Context: an optimization exercise on an open-source flow, tuned for small area, a short achievable clock period and few clock cycles per item. The choices shown serve that exercise and are no tape-out recipe.
Only simulation tests tie the RTL to the original design; equivalence was not proved.
Power and IR drop assume default switching activity.

<file path="run.sh">
#!/bin/bash
# synth_recipe.tcl (not shown) runs the flow's synth.tcl, then flattens the netlist and writes it again
# the make line also repeats each setting of config.mk as NAME=value (left out here)
make -C /OpenROAD-flow-scripts/flow DESIGN_CONFIG=/design/flow/config.mk WORK_HOME=/design/flow/orfs CLKGATE_MAP_FILE= SYNTH_SCRIPT=/design/flow/synth_recipe.tcl finish
</file>
<file path="config.mk">
export PLATFORM = sky130hd
export DESIGN_NAME = cache_top
export DESIGN_NICKNAME = cache_top
export VERILOG_FILES = /design/flow/design.v
export SDC_FILE = /design/flow/constraint.sdc
export NUM_CORES = 4
export LEC_CHECK = 0
export ABC_CLOCK_PERIOD_IN_PS = 5000
export CAP_MARGIN = 20
export CORE_MARGIN = 2
export CORE_UTILIZATION = 60
export CTS_CLUSTER_DIAMETER = 60
export CTS_CLUSTER_SIZE = 30
export PLACE_DENSITY = 0.68
export SETUP_SLACK_MARGIN = 4.0
export SLEW_MARGIN = 20
export TNS_END_PERCENT = 10
</file>
<file path="constraint.sdc">
create_clock -name core_clock -period 10.0 [get_ports {clk}]
set_input_delay 2.0000 -clock core_clock [delete_from_list [all_inputs] [get_ports {clk}]]
set_output_delay 2.0000 -clock core_clock [all_outputs]
set_load 0.01 [all_outputs]
</file>
<file path="design.v">
`timescale 1ns/1ps
module cache_top #(
  parameter int INDEX_WIDTH = 4
) (
  input  logic         clk,
  input  logic         reset_n,
  input  logic [31:0]  address,
  input  logic [31:0]  din,
  input  logic         rden,
  input  logic         wren,
  input  logic [63:0]  mq,
  output logic         hit_miss,
  output logic [31:0]  q,
  output logic         mrden,
  output logic [31:0]  mrdaddress,
  output logic         mwren,
  output logic [31:0]  mwraddress,
  output logic [63:0]  mdout
);
  localparam int TW = 32 - INDEX_WIDTH - 3;
  localparam int NS = 1 << INDEX_WIDTH;
  localparam int NE = NS * 4;
  logic                    req;
  logic [INDEX_WIDTH-1:0]  index;
  logic [TW-1:0]           atag;
  logic                    a2;
  logic [NS-1:0]           sdec;
  assign req   = rden | wren;
  assign index = address[3 +: INDEX_WIDTH];
  assign atag  = address[31 -: TW];
  assign a2    = address[2];
  always_comb begin
    for (int s = 0; s < NS; s++) sdec[s] = (index == INDEX_WIDTH'(s));
  end
  logic [NE-1:0][31:0]  lo;
  logic [NE-1:0][31:0]  hi;
  logic [NE-1:0][TW-1:0] tags;
  logic [NE-1:0]        valid;
  logic [NE-1:0]        dirty;
  logic [NS-1:0][5:0]   order;
  logic [3:0][31:0]  rlo;
  logic [3:0][31:0]  rhi;
  logic [3:0][TW-1:0] rtag;
  logic [3:0]        rvalid;
  logic [3:0]        rdirty;
  logic [5:0]        rorder;
  always_comb begin
    rlo    = '0;
    rhi    = '0;
    rtag   = '0;
    rvalid = '0;
    rdirty = '0;
    rorder = '0;
    for (int s = 0; s < NS; s++) begin
      for (int w = 0; w < 4; w++) begin
        rlo[w]    = rlo[w]    | ({32{sdec[s]}} & lo[s*4+w]);
        rhi[w]    = rhi[w]    | ({32{sdec[s]}} & hi[s*4+w]);
        rtag[w]   = rtag[w]   | ({TW{sdec[s]}} & tags[s*4+w]);
        rvalid[w] = rvalid[w] | (sdec[s] & valid[s*4+w]);
        rdirty[w] = rdirty[w] | (sdec[s] & dirty[s*4+w]);
      end
      rorder = rorder | ({6{sdec[s]}} & order[s]);
    end
  end
  logic [3:0]   way_match;
  logic         hit;
  logic [31:0]  hit_word;
  always_comb begin
    for (int w = 0; w < 4; w++) way_match[w] = rvalid[w] && (rtag[w] == atag);
  end
  assign hit = |way_match;
  always_comb begin
    hit_word = '0;
    for (int w = 0; w < 4; w++)
      hit_word = hit_word | ({32{way_match[w]}} & (a2 ? rhi[w] : rlo[w]));
  end
  logic [3:0]  lru_oh;
  logic [1:0]  victim_way;
  assign lru_oh[0] = !rorder[0] && !rorder[1] && !rorder[2];
  assign lru_oh[1] =  rorder[0] && !rorder[3] && !rorder[4];
  assign lru_oh[2] =  rorder[1] &&  rorder[3] && !rorder[5];
  assign lru_oh[3] =  rorder[2] &&  rorder[4] &&  rorder[5];
  always_comb begin
    if      (!rvalid[0]) victim_way = 2'd0;
    else if (!rvalid[1]) victim_way = 2'd1;
    else if (!rvalid[2]) victim_way = 2'd2;
    else if (!rvalid[3]) victim_way = 2'd3;
    else                 victim_way = {lru_oh[3] | lru_oh[2], lru_oh[3] | lru_oh[1]};
  end
  logic        busy;        
  logic [1:0]  vway;        
  logic [3:0]  vway_oh;
  logic        miss;
  assign miss = !busy && req && !hit;
  always_ff @(posedge clk or negedge reset_n) begin
    if (!reset_n) begin
      busy     <= 1'b0;
      hit_miss <= 1'b0;
      mwren    <= 1'b0;
    end else begin
      busy     <= miss;
      hit_miss <= busy || (req && hit);
      mwren    <= miss && rvalid[victim_way] && rdirty[victim_way];
    end
  end
  always_ff @(posedge clk) begin
    vway <= victim_way;
    q    <= busy ? (a2 ? mq[63:32] : mq[31:0]) : hit_word;
  end
  always_comb begin
    for (int w = 0; w < 4; w++) vway_oh[w] = (vway == 2'(w));
  end
  assign mrden      = reset_n && miss;
  assign mrdaddress = {address[31:3], 3'b000};
  assign mwraddress = {rtag[vway], index, 3'b000};
  assign mdout      = {rhi[vway], rlo[vway]};
  logic [3:0]   fill_w;     
  logic [3:0]   hwr_w;      
  logic [3:0]   touch_w;    
  logic [31:0]  wd_lo;
  logic [31:0]  wd_hi;
  always_comb begin
    for (int w = 0; w < 4; w++) begin
      fill_w[w]  = busy && vway_oh[w];
      hwr_w[w]   = !busy && wren && way_match[w];
      touch_w[w] = busy ? vway_oh[w] : (req && way_match[w]);
    end
  end
  assign wd_lo = (busy && !(wren && !a2)) ? mq[31:0]  : din;
  assign wd_hi = (busy && !(wren &&  a2)) ? mq[63:32] : din;
  for (genvar s = 0; s < NS; s++) begin : g_set
    for (genvar w = 0; w < 4; w++) begin : g_way
      localparam int E = s * 4 + w;
      always_ff @(posedge clk) begin
        if (sdec[s] && (fill_w[w] || (hwr_w[w] && !a2))) lo[E] <= wd_lo;
        if (sdec[s] && (fill_w[w] || (hwr_w[w] &&  a2))) hi[E] <= wd_hi;
        if (sdec[s] && fill_w[w]) tags[E] <= atag;
        if (sdec[s] && (fill_w[w] || hwr_w[w])) dirty[E] <= wren;
      end
      always_ff @(posedge clk or negedge reset_n) begin
        if (!reset_n)                  valid[E] <= 1'b0;
        else if (sdec[s] && fill_w[w]) valid[E] <= 1'b1;
      end
    end
    always_ff @(posedge clk) begin
      if (sdec[s] && (touch_w[0] || touch_w[1])) order[s][0] <= touch_w[0];
      if (sdec[s] && (touch_w[0] || touch_w[2])) order[s][1] <= touch_w[0];
      if (sdec[s] && (touch_w[0] || touch_w[3])) order[s][2] <= touch_w[0];
      if (sdec[s] && (touch_w[1] || touch_w[2])) order[s][3] <= touch_w[1];
      if (sdec[s] && (touch_w[1] || touch_w[3])) order[s][4] <= touch_w[1];
      if (sdec[s] && (touch_w[2] || touch_w[3])) order[s][5] <= touch_w[2];
    end
  end
endmodule
</file>
==> out/qor.csv, run 1 <==
stage,metric,value,unit
status,status,timing/DRC/antenna clean,
synthesis,fraction of registers with async set/reset,1.12,%
cells_and_area,final instance area,274000,um^2
hold_path,hold crit path type,reg -> reg,
synthesis,ys flop type,edfxtp_1,
clock_network,clock sink total,5957,
floorplan,initial core utilization,60.3,%
synthesis,xor/xnor share of the synthesized area,0.100,%
timing,RSZ-0062 raised after global routing,yes,
synthesis,top cells by instance count after synthesis,"5856 x edfxtp_1, 1180 x a22oi_1, 636 x a22o_1, 552 x clkbuf_1, 551 x a221oi_1",
cells_and_area,Final Net Count,14494,
timing,final hold vios,0,
synthesis,Post-synth EDFFs,5856,
timing,Fin Setup TNS,0,ps
timing,Final Worst Setup Slack,2390,ps
route,First DRT Iteration DRCs,33457,
floorplan,Core ar.,376000,um^2
route,drt wl/cell,47.7,um
synthesis,Syn Inst Count,12973,
worst_setup_path,crit-path cells,bufbuf_16 -> nor2_4 -> buf_4 -> a22o_1 -> a222oi_1 -> o211ai_1 -> buf_4 -> nand3_1 -> nand4b_1 -> nor4_4 -> buf_12 -> nor4_4 -> and3_4 -> buf_6,
clock_network,worst skew pair latency,1080,ps
clock_network,CTS tree,yes,
clock_network,root buffer cell,clkbuf_16,
floorplan,Die ar.,383000,um^2
synthesis,syn avg cell area,17.5,um^2
worst_setup_path,Worst path depth,14,
clock_network,Num CTS Buffers,391,
timing,Final setup viols,0,
placed_design,Port Buffers,286,
synthesis,top cell type's share of synthesized area,77.6,%
global_routing,initial antenna violation count,94,
global_routing,GRT Util Overall,47.9,%
global_routing,first-pass GRT wire length,1220,mm
power,maximum vdd drop,0.000190,V
timing,fmax,0.131,GHz
global_routing,largest net degree at the start of global routing,152,
worst_setup_path,CP Launch Type,primary input,
timing,worst hold slack,473,ps
hold_path,Hold Crit Depth,1,
floorplan,Die Y,619,um
synthesis,mux contribution to synthesized area,2.99,%
route,vias per cell,7.86,
power,Power Density,194,nW/um^2
synthesis,"Cell Area, Synth",227000,um^2
route,post-route DRC violation count,0,
synthesis,most frequent cell after synthesis,edfxtp_1,
power,leakage,0.0893,uW
timing,slew margin rel.,12.9,%
route,WL final,944,mm
worst_setup_path,CP bufs+invs,5,
synthesis,top post-synthesis cells by area,"edfxtp_1 78%, a22oi_1 3.9%, a22o_1 2.5%, a221oi_1 2.1%, mux2i_1 1.4%",
worst_setup_path,Critical Path RT,8000,ps
worst_setup_path,reg-to-reg setup timing slack,4630,ps
synthesis,post-synthesis compound-gate area fraction,11.7,%
cells_and_area,area growth from synthesis to layout,20.9,%
timing,Final Slew Violations,0,
route,drt pass-1 iters,10,
floorplan,num rows,225,
synthesis,Yosys reg bits,5957,
floorplan,Die Width,619,um
job,Max-cap violations,0,
global_routing,GRT overflow,0,
clock_network,Worst-path clk slew,90,ps
synthesis,main combinational cell family by area after synthesis,compound AO/OA/AOI/OAI gates,
synthesis,post-synthesis cell type count,91,
cells_and_area,Final Non-Filler Cells,19776,
synthesis,largest area contributor in the netlist,edfxtp_1,
worst_setup_path,Crit Path Max Fanout,13,
worst_setup_path,slowest library cell on the worst path,buf_4,
worst_setup_path,Worst EP arrival,5610,ps
placed_design,dpl ws,1080,ps
placed_design,DP Area,241000,um^2
placed_design,Placed Instances,18036,
worst_setup_path,Worst path top cell family by delay,buffers and inverters,
synthesis,Post-Synth Simple-Gate Area,4.64,%
synthesis,"Seq/Total Area, Yosys",78.6,%
timing,Worst Max-Slew Pin Slew,1300,ps
synthesis,post-synthesis adder-cell area fraction,0,%
clock_network,H-Tree Level Count,5,
route,via count,155531,
placed_design,hpwl dp,487,mm
synthesis,synth warn,1,
route,Final ANT Viol Nets,0,
worst_setup_path,critical path class,in -> out,
worst_setup_path,critical path's largest stage delay,570,ps
floorplan,io pins,295,
placed_design,Final GP Congestion,0.961,
timing,Final period util,76.1,%
worst_setup_path,CP endpoint kind,output pin,
worst_setup_path,cells on worst reg2reg path,13,
timing,Final min period,7610,ps
timing,Worst Skew,94.0,ps
global_routing,vias in the first global route,140331,
clock_network,Max Root-Sink Buffers,4,
cells_and_area,share of layout cells above drive strength 1,25.3,%
[final cells by class]
type | instances | area, um^2
clock inverter | 330 | 4890
tap | 4994 | 6250
fill | 21556 | 102000
multi-input combinational | 6000 | 50000
inverter | 54 | 228
sequential | 5957 | 178000
clock buffer | 406 | 9970
timing repair buffer | 1958 | 24400
antenna | 77 | 193
[report_power, final]
| part | internal [uW] | leakage [uW] | switching [uW] |
|---|---|---|---|
| sequential | 28000 | 0.0538 | 133 |
| combinational | 1950 | 0.0283 | 4440 |
| clock | 8600 | 0.00715 | 10100 |
| total | 38600 | 0.0893 | 14700 |
[through the flow]
| step | power, uW | util, % |
|---|---|---|
| 2_1_floorplan | 30800 | - |
| 3_3_place_gp | 33500 | 64.1 |
| 3_5_place_dp | 33700 | 64.2 |
| 4_1_cts | 52400 | 71.7 |
| 5_1_grt | 53800 | 72.9 |
| 6_report | 53200 | 72.9 |
[cell families (layout without fill, tap and decap cells)]
logic type	after synthesis	after routing
AOI/OAI and AO/OA	3479	3479
and+or+nand+nor	1928	1936
DFF	5957	5957
buffers and inverters	1029	2748
xor gates and xnor gates	26	26
other	1	83
muxes	553	553
[registers in the layout (all words and copies together) (netlist names)]
| signal | count |
|---|---|
| hi | 2048 |
| lo | 2048 |
| tags | 1600 |
| order | 96 |
| dirty | 64 |
| valid | 64 |
| q | 32 |
| vway | 2 |
| busy | 1 |
| hit_miss | 1 |
| mwren | 1 |
[repair_timing]
action,4_1_cts,5_1_grt
pin swaps,278,140
endpoints found under the setup margin,4474,3711
gates cloned,139,29
buffers inserted,539,210
hold buffers,0,0
resized for setup,1154,353
[per-layer routing]
| metal | share of wire, % | track usage [%] |
|---|---|---|
| met5 | 0.059 | 0.354 |
| met4 | 12 | 41.8 |
| met3 | 18 | 19.9 |
| met2 | 41 | 66.8 |
| met1 | 29 | 57.4 |
[worst reg2reg max path: cells and delay by family (launching register included)]
family,cells,cell delay [ps]
simple gates,5,1260
buf+inv,4,1830
mux,1,480
compound gates,3,960
flops,1,410
[cell usage in the layout, fill, tap and decap left out, drive strengths merged, types with 132 or more instances in the layout]
| cell | count |
|---|---|
| edfxtp | 5856 |
| clkdlybuf4s50 | 178 |
| nand3b | 132 |
| a221oi | 551 |
| nor2 | 511 |
| buf | 1661 |
| a21oi | 387 |
| a22oi | 1180 |
| nand4 | 167 |
| a22o | 636 |
| mux2 | 147 |
| o21ai | 172 |
| nand3 | 368 |
| mux2i | 322 |
| nand2 | 208 |
| inv | 227 |
| clkbuf | 445 |
[worst paths after layout]
path	to	start
setup / recovery	mrden	address[6]
hold / removal	valid[46]	valid[46]
setup reg to reg	lo[616]	tags[489]
hold reg to reg	valid[46]	valid[46]
max in group asynchronous	valid[39]	reset_n
min in group asynchronous	valid[49]	reset_n
Testbench counts, summed over its fixed seeds: cycles 17,947, requests 12,000.
==> run 2: changes to the inputs <==
--- a/design.v
+++ b/design.v
@@ -70,8 +70,22 @@
   end
   assign hit = |way_match;
+  logic                    pw_v;
+  logic [INDEX_WIDTH-1:0]  pw_idx;
+  logic [3:0]              pw_way;     
+  logic                    pw_a2;
+  logic [31:0]             pw_d;
+  logic                    pw_same;    
+  logic [NS-1:0]           pdec;
+  logic [3:0][31:0]        rword;
+  assign pw_same = pw_v && (pw_idx == index) && (pw_a2 == a2);
+  always_comb begin
+    for (int s = 0; s < NS; s++) pdec[s] = (pw_idx == INDEX_WIDTH'(s));
+  end
   always_comb begin
     hit_word = '0;
-    for (int w = 0; w < 4; w++)
-      hit_word = hit_word | ({32{way_match[w]}} & (a2 ? rhi[w] : rlo[w]));
+    for (int w = 0; w < 4; w++) begin
+      rword[w] = (pw_same && pw_way[w]) ? pw_d : (a2 ? rhi[w] : rlo[w]);
+      hit_word = hit_word | ({32{way_match[w]}} & rword[w]);
+    end
   end
   logic [3:0]  lru_oh;
@@ -98,5 +112,7 @@
       hit_miss <= 1'b0;
       mwren    <= 1'b0;
+      pw_v     <= 1'b0;
     end else begin
+      pw_v     <= !busy && wren && hit;
       busy     <= miss;
       hit_miss <= busy || (req && hit);
@@ -105,5 +121,9 @@
   end
   always_ff @(posedge clk) begin
-    vway <= victim_way;
+    vway   <= victim_way;
+    pw_idx <= index;
+    pw_way <= way_match;
+    pw_a2  <= a2;
+    pw_d   <= din;
     q    <= busy ? (a2 ? mq[63:32] : mq[31:0]) : hit_word;
   end
@@ -116,5 +136,5 @@
   assign mdout      = {rhi[vway], rlo[vway]};
   logic [3:0]   fill_w;     
-  logic [3:0]   hwr_w;      
+  logic [3:0]   pwr_w;      
   logic [3:0]   touch_w;    
   logic [31:0]  wd_lo;
@@ -123,18 +143,18 @@
     for (int w = 0; w < 4; w++) begin
       fill_w[w]  = busy && vway_oh[w];
-      hwr_w[w]   = !busy && wren && way_match[w];
+      pwr_w[w]   = pw_v && pw_way[w];
       touch_w[w] = busy ? vway_oh[w] : (req && way_match[w]);
     end
   end
-  assign wd_lo = (busy && !(wren && !a2)) ? mq[31:0]  : din;
-  assign wd_hi = (busy && !(wren &&  a2)) ? mq[63:32] : din;
+  assign wd_lo = !busy ? pw_d : (wren && !a2) ? din : mq[31:0];
+  assign wd_hi = !busy ? pw_d : (wren &&  a2) ? din : mq[63:32];
   for (genvar s = 0; s < NS; s++) begin : g_set
     for (genvar w = 0; w < 4; w++) begin : g_way
       localparam int E = s * 4 + w;
       always_ff @(posedge clk) begin
-        if (sdec[s] && (fill_w[w] || (hwr_w[w] && !a2))) lo[E] <= wd_lo;
-        if (sdec[s] && (fill_w[w] || (hwr_w[w] &&  a2))) hi[E] <= wd_hi;
+        if ((sdec[s] && fill_w[w]) || (pdec[s] && pwr_w[w] && !pw_a2)) lo[E] <= wd_lo;
+        if ((sdec[s] && fill_w[w]) || (pdec[s] && pwr_w[w] &&  pw_a2)) hi[E] <= wd_hi;
         if (sdec[s] && fill_w[w]) tags[E] <= atag;
-        if (sdec[s] && (fill_w[w] || hwr_w[w])) dirty[E] <= wren;
+        if ((sdec[s] && fill_w[w]) || (pdec[s] && pwr_w[w])) dirty[E] <= !busy || wren;
       end
       always_ff @(posedge clk or negedge reset_n) begin
--- a/config.mk
+++ b/config.mk
@@ -9,8 +9,6 @@
 export CAP_MARGIN = 20
 export CORE_MARGIN = 2
-export CORE_UTILIZATION = 60
-export CTS_CLUSTER_DIAMETER = 60
-export CTS_CLUSTER_SIZE = 30
-export PLACE_DENSITY = 0.68
+export CORE_UTILIZATION = 55
+export PLACE_DENSITY = 0.62
 export SETUP_SLACK_MARGIN = 4.0
 export SLEW_MARGIN = 20
==> out/qor.csv, run 2 <==
stage,metric,value,unit,change
worst_setup_path,Worst EP arrival,5670,ps,+60 ps
route,Final ANT Viol Nets,0,,unchanged
clock_network,H-Tree Level Count,6,,+1
clock_network,root buffer cell,clkbuf_16,,
global_routing,initial antenna violation count,57,,-39%
timing,Worst Max-Slew Pin Slew,1310,ps,+10.1 ps
synthesis,top post-synthesis cells by area,"edfxtp_1 77%, a22oi_1 4.2%, a221oi_1 2.4%, a22o_1 2.4%, mux2i_1 1.4%",,
synthesis,fraction of registers with async set/reset,1.13,%,+0.0088 points
synthesis,ys flop type,edfxtp_1,,
power,internal power,42400,uW,+10%
synthesis,top cell type's share of synthesized area,77.2,%,-0.43 points
global_routing,largest net degree at the start of global routing,97,,-36%
route,drt wl/cell,47.0,um,-1.5%
route,First DRT Iteration DRCs,29641,,-11%
clock_network,CTS tree,yes,,
synthesis,top cells by instance count after synthesis,"5856 x edfxtp_1, 1272 x a22oi_1, 631 x a221oi_1, 623 x a22o_1, 550 x clkbuf_1",,
route,WL final,949,mm,+0.58%
route,via count,152358,,-2.0%
cells_and_area,"commonest non-fill, non-tap cell in the layout",edfxtp_1,,
power,Clock Power Share,39.1,%,+4.0 points
worst_setup_path,crit-path cells,buf_16 -> buf_12 -> buf_12 -> nor2_4 -> buf_12 -> buf_4 -> a22oi_1 -> nor2_1 -> or4_1 -> nand3_1 -> or4_4 -> o22ai_4 -> nor3_4 -> and2_4 -> buf_6,,
clock_network,Max Root-Sink Buffers,4,,unchanged
worst_setup_path,Critical Path RT,8000,ps,about the same
power,leakage,0.0879,uW,-1.6%
job,Max-cap violations,0,,unchanged
cells_and_area,top flop regs,"hi: 2048 flops, lo: 2048 flops, tags: 1600 flops",,
worst_setup_path,CP Launch Type,primary input,,
global_routing,met1 track demand over resource,54.5,%,-2.9 points
floorplan,io pins,295,,unchanged
power,Power Density,206,nW/um^2,+6.1%
global_routing,GRT overflow,0,,unchanged
worst_setup_path,Worst path top cell family by delay,simple AND/OR/NAND/NOR gates,,
timing,Final setup viols,0,,unchanged
clock_network,Num CTS Buffers,596,,+52%
clock_network,Worst-path clk slew,50,ps,-40 ps
synthesis,Post-synth EDFFs,5856,,unchanged
global_routing,busiest grt layer,met2,,
floorplan,initial core utilization,55.2,%,-5.1 points
global_routing,vias in the first global route,140935,,+0.43%
synthesis,post-synthesis cell type count,97,,+6.6%
power,Seq pwr share,50.9,%,-2.0 points
route,post-route DRC violation count,0,,unchanged
power,Comb pwr share,10.0,%,-2.0 points
placed_design,hpwl dp,491,mm,+0.84%
cells_and_area,area growth from synthesis to layout,19.4,%,
cells_and_area,Final Non-Filler Cells,20193,,+2.1%
synthesis,syn avg cell area,17.5,um^2,about the same
timing,Final min period,7670,ps,+52.7 ps
timing,Fin Setup TNS,0,ps,unchanged
clock_network,clock sink total,5999,,+0.71%
global_routing,met3 GRT Util,12.8,%,-7.1 points
timing,fmax,0.130,GHz,-0.69%
worst_setup_path,critical path's largest stage delay,590,ps,+20 ps
timing,final hold vios,0,,unchanged
power,maximum vdd drop,0.000212,V,+12%
worst_setup_path,CP bufs+invs,6,,+1
timing,slew margin rel.,12.2,%,-0.72 points
clock_network,hold_buf cts,0,,unchanged
cells_and_area,share of layout cells above drive strength 1,20.1,%,-5.1 points
global_routing,first-pass GRT wire length,1240,mm,+1.5%
placed_design,Final GP Congestion,0.943,,-1.9%
worst_setup_path,CP dominant cell by count,buf_12,,
synthesis,Syn Inst Count,13047,,+0.57%
worst_setup_path,critical path class,in -> out,,
placed_design,Placed Instances,18524,,+2.7%
timing,Final period util,76.7,%,+0.53 points
floorplan,Core ar.,413000,um^2,+9.8%
route,drt pass-1 iters,9,,-1
worst_setup_path,Crit Path Max Fanout,9,,-4
synthesis,most frequent cell after synthesis,edfxtp_1,,
route,vias per cell,7.55,,-4.1%
placed_design,Port Buffers,286,,unchanged
clock_network,worst skew pair latency,1140,ps,+60 ps
synthesis,"Seq/Total Area, Yosys",78.6,%,about the same
cells_and_area,"commonest non-fill, non-tap cells in the layout","5856 x edfxtp_1, 1262 x a22oi_1, 804 x buf_4",,
timing,Final Slew Violations,0,,unchanged
worst_setup_path,slowest library cell on the worst path,or4_4,,
timing,Worst Skew,38.5,ps,-55.5 ps
timing,RSZ-0062 raised after global routing,yes,,
global_routing,GRT Util Overall,44.5,%,-3.4 points
floorplan,Die Y,648,um,+4.7%
cells_and_area,Final Net Count,14312,,-1.3%
synthesis,largest area contributor in the netlist,edfxtp_1,,
power,switching part of the total power,24.4,%,-3.2 points
hold_path,hold crit path type,reg -> reg,,
worst_setup_path,CP endpoint kind,output pin,,
synthesis,synth warn,1,,unchanged
global_routing,met2 GRT Util,64.1,%,-2.7 points
floorplan,Die ar.,420000,um^2,+9.6%
floorplan,Die Width,648,um,+4.7%
synthesis,Yosys reg bits,5999,,+0.71%
synthesis,"Cell Area, Synth",228000,um^2,+0.55%
status,status,timing/DRC/antenna clean,,
power,Switching Power,13700,uW,-7.0%
floorplan,num rows,236,,+4.9%
run 2: cell types whose count changed after synthesis, moves of 54 or more:
| cell | before | now |
|---|---|---|
| a22oi_1 | 1180 | 1272 |
| o21a_1 | 3 | 66 |
| a222oi_1 | 75 | 11 |
| mux2_2 | 146 | 77 |
| or3b_2 | 86 | 32 |
| nand3b_1 | 132 | 54 |
| o22ai_1 | 120 | 197 |
| a21oi_1 | 385 | 170 |
| a221oi_1 | 551 | 631 |
| nand2_1 | 208 | 359 |
run 2: per-layer routing:
| layer | routed length, um | vias up |
|---|---|---|
| met3 | 139000 | 3728 |
| met1 | 299000 | 76715 |
| li1 | - | 56691 |
| met2 | 405000 | 15182 |
| met4 | 107000 | 42 |
| met5 | 306 | - |
run 2: per-stage QoR:
step                power (uW)  setup WS [ps]  hold WS (ps)  area, um^2  utilization, %
global placement         33700           1030           447      242000            58.7
floorplan                31200           3300           433      228000               -
finish                   56100           2330           463      272000            65.9
global route             56900           2390           475      272000            65.9
detailed placement       33800           1050           450      243000            58.8
CTS                      55600           2540           467      270000            65.5
run 2: worst register-to-register path, delay by kind of cell, from the launching register on:
family / cells / cell delay (ps)
simple gates: 3 / 1000
buf+inv: 4 / 2280
flops: 1 / 770
compound gates: 1 / 960
run 2: cell families (layout without fill, tap and decap cells):
group           count (synthesis)  count (layout)  share of synthesized area (%)
flops                        5999            5999                           78.6
buf+inv                      1057            2659                           2.02
compound gates               3588            3588                           12.2
mux                           514             514                           2.91
xor+xnor                       84              84                          0.323
other cells                     1              66                        0.00165
simple gates                 1804            1809                           3.99
run 2: worst paths after layout:
check | from | end | slack (ps) | depth (start not counted)
max | address[6] | mrden | 2330 | 15
min | valid[37] | valid[37] | 460 | 1
max reg2reg | busy | hi[1197] | 4580 | 8
min reg2reg | valid[37] | valid[37] | 460 | 1
max in group asynchronous | reset_n | valid[18] | 8370 | 3
min in group asynchronous | reset_n | valid[7] | 980 | 2
run 2: power by group through the flow:
stage	combinational [uW]	clock (uW)	sequential (uW)
after floorplan	2160	0	29100
after global placement	4650	0	29000
after detailed placement	4770	0	29100
after CTS	5250	21900	28500
after global routing	5560	22800	28500
final	5590	21900	28500
run 2: layout make-up:
type                            count  area (um^2)
Clock buffer                      778        16200
Clock inverter                    299         2650
Multi-Input combinational cell   6001        48700
Inverter                           80          304
Fill cell                       27578       141000
Sequential cell                  5999       179000
Antenna cell                       60          150
Tap cell                         5474         6850
Timing Repair Buffer             1502        18100
run 2: timing repair:
item | 4_1_cts | 5_1_grt
pin swaps | 109 | 47
endpoints found under the setup margin | 275 | 145
setup buffers | 319 | 89
gates cloned | 110 | 10
gates resized for setup | 623 | 131
Testbench counts of run 2, summed over its fixed seeds: cycles 17,947, requests 12,000.
==> run 3: changes to the inputs <==
--- a/design.v
+++ b/design.v
@@ -102,37 +102,43 @@
     else                 victim_way = {lru_oh[3] | lru_oh[2], lru_oh[3] | lru_oh[1]};
   end
+  logic        wait_c;      
   logic        busy;        
   logic [1:0]  vway;        
   logic [3:0]  vway_oh;
   logic        miss;
-  assign miss = !busy && req && !hit;
+  assign miss = !wait_c && !busy && req && !hit;
   always_ff @(posedge clk or negedge reset_n) begin
     if (!reset_n) begin
+      wait_c   <= 1'b0;
       busy     <= 1'b0;
       hit_miss <= 1'b0;
+      mrden    <= 1'b0;
       mwren    <= 1'b0;
       pw_v     <= 1'b0;
     end else begin
-      pw_v     <= !busy && wren && hit;
-      busy     <= miss;
-      hit_miss <= busy || (req && hit);
+      wait_c   <= miss;
+      busy     <= wait_c;
+      hit_miss <= busy || (!wait_c && req && hit);
+      mrden    <= miss;
       mwren    <= miss && rvalid[victim_way] && rdirty[victim_way];
+      pw_v     <= !wait_c && !busy && wren && hit;
     end
   end
   always_ff @(posedge clk) begin
-    vway   <= victim_way;
+    if (!wait_c && !busy) begin
+      vway       <= victim_way;
+      mdout      <= {rhi[victim_way], rlo[victim_way]};
+      mwraddress <= {rtag[victim_way], index, 3'b000};
+    end
     pw_idx <= index;
     pw_way <= way_match;
     pw_a2  <= a2;
     pw_d   <= din;
-    q    <= busy ? (a2 ? mq[63:32] : mq[31:0]) : hit_word;
+    q      <= busy ? (a2 ? mq[63:32] : mq[31:0]) : hit_word;
   end
   always_comb begin
     for (int w = 0; w < 4; w++) vway_oh[w] = (vway == 2'(w));
   end
-  assign mrden      = reset_n && miss;
   assign mrdaddress = {address[31:3], 3'b000};
-  assign mwraddress = {rtag[vway], index, 3'b000};
-  assign mdout      = {rhi[vway], rlo[vway]};
   logic [3:0]   fill_w;     
   logic [3:0]   pwr_w;      
@@ -144,5 +150,5 @@
       fill_w[w]  = busy && vway_oh[w];
       pwr_w[w]   = pw_v && pw_way[w];
-      touch_w[w] = busy ? vway_oh[w] : (req && way_match[w]);
+      touch_w[w] = busy ? vway_oh[w] : (!wait_c && req && way_match[w]);
     end
   end
--- a/config.mk
+++ b/config.mk
@@ -6,10 +6,9 @@
 export NUM_CORES = 4
 export LEC_CHECK = 0
-export ABC_CLOCK_PERIOD_IN_PS = 5000
 export CAP_MARGIN = 20
 export CORE_MARGIN = 2
 export CORE_UTILIZATION = 55
 export PLACE_DENSITY = 0.62
-export SETUP_SLACK_MARGIN = 4.0
+export SETUP_SLACK_MARGIN = 5
 export SLEW_MARGIN = 20
 export TNS_END_PERCENT = 10
==> out/qor.csv, run 3 <==
stage,metric,value,unit,change
synthesis,"Cell Area, Synth",233000,um^2,+2.2%
synthesis,syn avg cell area,16.7,um^2,-4.3%
synthesis,ys flop type,edfxtp_1,,
route,First DRT Iteration DRCs,28974,,-2.3%
synthesis,fraction of registers with async set/reset,1.13,%,about the same
hold_path,Hold Crit Depth,1,,unchanged
power,Power Density,233,nW/um^2,+13%
placed_design,Final GP Congestion,0.951,,+0.85%
power,leakage,0.0866,uW,-1.5%
route,vias per cell,7.35,,-2.5%
cells_and_area,area growth from synthesis to layout,16.4,%,
hold_path,Hold EP,valid[2],,
timing,Worst Max-Slew Pin Slew,1340,ps,+30.8 ps
synthesis,most frequent cell after synthesis,edfxtp_1,,
worst_setup_path,CP bufs+invs,7,,+1
route,post-route DRC violation count,0,,unchanged
global_routing,GRT overflow,0,,unchanged
timing,Final Worst Setup Slack,4650,ps,+2310 ps
timing,fmax,0.187,GHz,+43%
worst_setup_path,worst flop-to-flop path startpoint,busy,,
clock_network,Worst-path clk slew,60,ps,about the same
timing,Final setup viols,0,,unchanged
worst_setup_path,critical path class,in -> reg,,
worst_setup_path,CP dominant cell by count,buf_12,,
clock_network,clock sink total,6093,,+1.6%
floorplan,initial core utilization,55.3,%,+0.11 points
floorplan,num rows,238,,+0.85%
timing,Final period util,53.5,%,-23 points
worst_setup_path,slowest library cell on the worst path,o31a_1,,
worst_setup_path,CP Launch Type,primary input,,
clock_network,worst skew pair latency,1120,ps,-20 ps
global_routing,initial antenna violation count,92,,+61%
cells_and_area,share of layout cells above drive strength 1,16.9,%,-3.2 points
worst_setup_path,CP endpoint kind,flop,,
worst_setup_path,crit-path cells,buf_16 -> buf_16 -> and2_4 -> buf_12 -> buf_12 -> a22o_1 -> a222oi_1 -> nand4_1 -> o31a_1 -> a21bo_4 -> buf_12 -> inv_16 -> buf_8 -> nor2_1 -> nor2_2 -> o21ai_0,,
route,via count,153089,,+0.48%
worst_setup_path,Crit Path Max Fanout,60,,+51
status,status,timing/DRC/antenna clean,,
clock_network,root buffer cell,clkbuf_16,,
floorplan,Die Width,655,um,+1.1%
worst_setup_path,R2R Path End,hi[334],,
route,drt wl/cell,44.3,um,-5.8%
clock_network,Num CTS Buffers,613,,+2.9%
clock_network,H-Tree Level Count,6,,unchanged
cells_and_area,FILL cells,29175,,+5.8%
timing,Worst Skew,72.6,ps,+34.1 ps
floorplan,Die Y,655,um,+1.1%
job,Max-cap violations,0,,unchanged
hold_path,worst hold start,valid[2],,
placed_design,hpwl dp,515,mm,+4.9%
timing,Final Slew Violations,0,,unchanged
synthesis,top post-synthesis cells by area,"edfxtp_1 77%, a22oi_1 4.9%, a22o_1 1.8%, a221oi_1 1.7%, mux2i_1 1.2%",,
floorplan,Core ar.,421000,um^2,+2.0%
route,Final ANT Viol Nets,0,,unchanged
placed_design,DP Area,247000,um^2,+2.0%
global_routing,GRT Util Overall,42.0,%,-2.5 points
floorplan,Die ar.,429000,um^2,+2.2%
synthesis,Post-synth EDFFs,5951,,+1.6%
synthesis,Yosys reg bits,6093,,+1.6%
worst_setup_path,cells on worst reg2reg path,8,,unchanged
worst_setup_path,Worst path top cell family by delay,buffers and inverters,,
cells_and_area,top flop regs,"hi: 2048 flops, lo: 2048 flops, tags: 1600 flops",,
synthesis,top cells by instance count after synthesis,"5951 x edfxtp_1, 1514 x a22oi_1, 624 x clkbuf_1, 551 x nand2_1, 528 x nand3_1",,
synthesis,largest area contributor in the netlist,edfxtp_1,,
worst_setup_path,Critical Path RT,10790,ps,+2790 ps
global_routing,vias in the first global route,141813,,+0.62%
synthesis,post-synthesis cell type count,93,,-4.1%
clock_network,Max Root-Sink Buffers,4,,unchanged
worst_setup_path,Worst EP arrival,6150,ps,+480 ps
worst_setup_path,critical path's largest stage delay,380,ps,-210 ps
clock_network,CTS tree,yes,,
route,drt pass-1 iters,9,,unchanged
timing,Fin Setup TNS,0,ps,unchanged
synthesis,Syn Inst Count,13927,,+6.7%
timing,final hold vios,0,,unchanged
cells_and_area,final instance area,271000,um^2,-0.35%
synthesis,synth warn,1,,unchanged
power,maximum vdd drop,0.000186,V,-13%
placed_design,Port Buffers,286,,unchanged
global_routing,first-pass GRT wire length,1220,mm,-2.1%
timing,RSZ-0062 raised after global routing,yes,,
worst_setup_path,reg-to-reg setup timing slack,5800,ps,+1220 ps
cells_and_area,FF/Latch Area,182000,um^2,+1.6%
timing,slew margin rel.,10.0,%,-2.2 points
synthesis,"Seq/Total Area, Yosys",78.1,%,-0.48 points
cells_and_area,Final Net Count,14754,,+3.1%
synthesis,top cell type's share of synthesized area,76.7,%,-0.44 points
cells_and_area,"commonest non-fill, non-tap cells in the layout","5951 x edfxtp_1, 1514 x a22oi_1, 640 x clkbuf_16",,
timing,Final min period,5350,ps,-2310 ps
timing,worst hold slack,465,ps,+1.61 ps
hold_path,hold crit path type,reg -> reg,,
route,WL final,921,mm,-2.9%
global_routing,largest net degree at the start of global routing,96,,-1.0%
cells_and_area,"commonest non-fill, non-tap cell in the layout",edfxtp_1,,
cells_and_area,area of the multi-input gates,50600,um^2,+3.8%
placed_design,dpl ws,2160,ps,+1110 ps
clock_network,hold_buf cts,0,,unchanged
floorplan,io pins,295,,unchanged
==> run 3: cell count changes after synthesis, sizes merged, moves of 111 or more <==
| cell | change |
|---|---|
| mux2 | +111 |
| a22oi | +241 |
| a21oi | +162 |
| a221oi | -190 |
| nand3 | +167 |
| o21ai | +135 |
| a22o | -147 |
| nand2 | +192 |
==> run 3: stage by stage <==
step,std cells,total power [uW],utilization (%)
detailed placement,19492,40100,58.7
global placement,19482,39800,58.7
global route,20775,64100,64.4
floorplan,13932,35300,-
CTS,20710,62500,64.0
finish,20816,63100,64.4
==> run 3: cells by family after synthesis <==
family | synth area share, %
XOR/XNOR | 0.113
multiplexers | 2.26
other | 0.00161
AO/OA/AOI/OAI | 12.2
AND/OR/NAND/NOR | 5.41
buffers and inverters | 1.96
flip-flops | 78.1
==> run 3: repair_timing <==
action                                  4_1_cts  5_1_grt
gates resized for setup                     322      144
setup buffers                                88       26
endpoints found under the setup margin     1149      525
cloned                                       27       11
pin swaps                                    25       21
==> run 3: area by class of cell <==
class | count | area share (%)
flip-flops and latches | 6093 | 67.1
multi-input cells | 6751 | 18.7
clock buffers | 799 | 6.09
repair buffers | 1113 | 4.30
well taps | 5640 | 2.60
clock inverters | 304 | 1.09
inverters | 43 | 0.0775
diodes | 66 | 0.0609
repair inverters | 7 | 0.0185
==> run 3: worst max-delay path by stage <==
stage          cells past startpoint        endpoint        start  slack [ps]
2_1_floorplan                     12        hi[1280]   address[6]        4060
3_3_place_gp                      13       mdout[62]   address[6]        1580
3_5_place_dp                      14       order[92]   address[5]        2160
4_1_cts                            3  mrdaddress[28]  address[28]        4740
5_1_grt                           16  mwraddress[30]   address[3]        4810
6_report                          16       mdout[30]   address[3]        4650
==> run 3: where the power goes <==
part	switching, uW	internal, uW	leakage, uW	total [uW]
Combinational	6960	2180	0.0221	9130
Sequential	433	30900	0.0550	31300
Clock	9820	12800	0.00949	22600
Total	17200	45900	0.0866	63100
==> run 3: per-layer routing <==
layer | routed length (um) | global-route usage, %
met1 | 301000 | 53.1
met2 | 400000 | 61.8
met3 | 132000 | 11.9
met4 | 88100 | 32.0
met5 | 454 | 0
Testbench counts of run 3, summed over its fixed seeds: cycles 23,894, requests 12,000.

## port drivers added, routing unchanged
How much do the figures lean on ideal ports? The routed layouts below were timed once more, with nothing changed but the port constraints. Step 1 assumes that a clkbuf_16 drives the clock port and a buf_2 every other input. Step 2 times the ports against the registers' clock, not the clock port: input delays grow and output delays shrink by t, the midpoint of the rising clock arrivals with the driver on. Slacks: ideal ports / drivers / drivers and shift; pairs: ideal ports / drivers.
run | shift t [ns] | setup slack, ns | clock arrival spread, ns | worst slew at a driven data input, ns
run 1 | 1.159 | 2.387 / 1.911 / 1.896 | 0.094 / 0.094 | 0.63
run 2 | 1.236 | 2.334 / 1.981 / 1.955 | 0.054 / 0.054 | 0.46
run 3 | 1.213 | 4.647 / 4.403 / 3.190 | 0.086 / 0.086 | 0.47
After both steps every run listed still meets setup and hold. The setup slack of run 3, which loses most, moves by -0.244 ns with the drivers and by -1.457 ns with both steps.
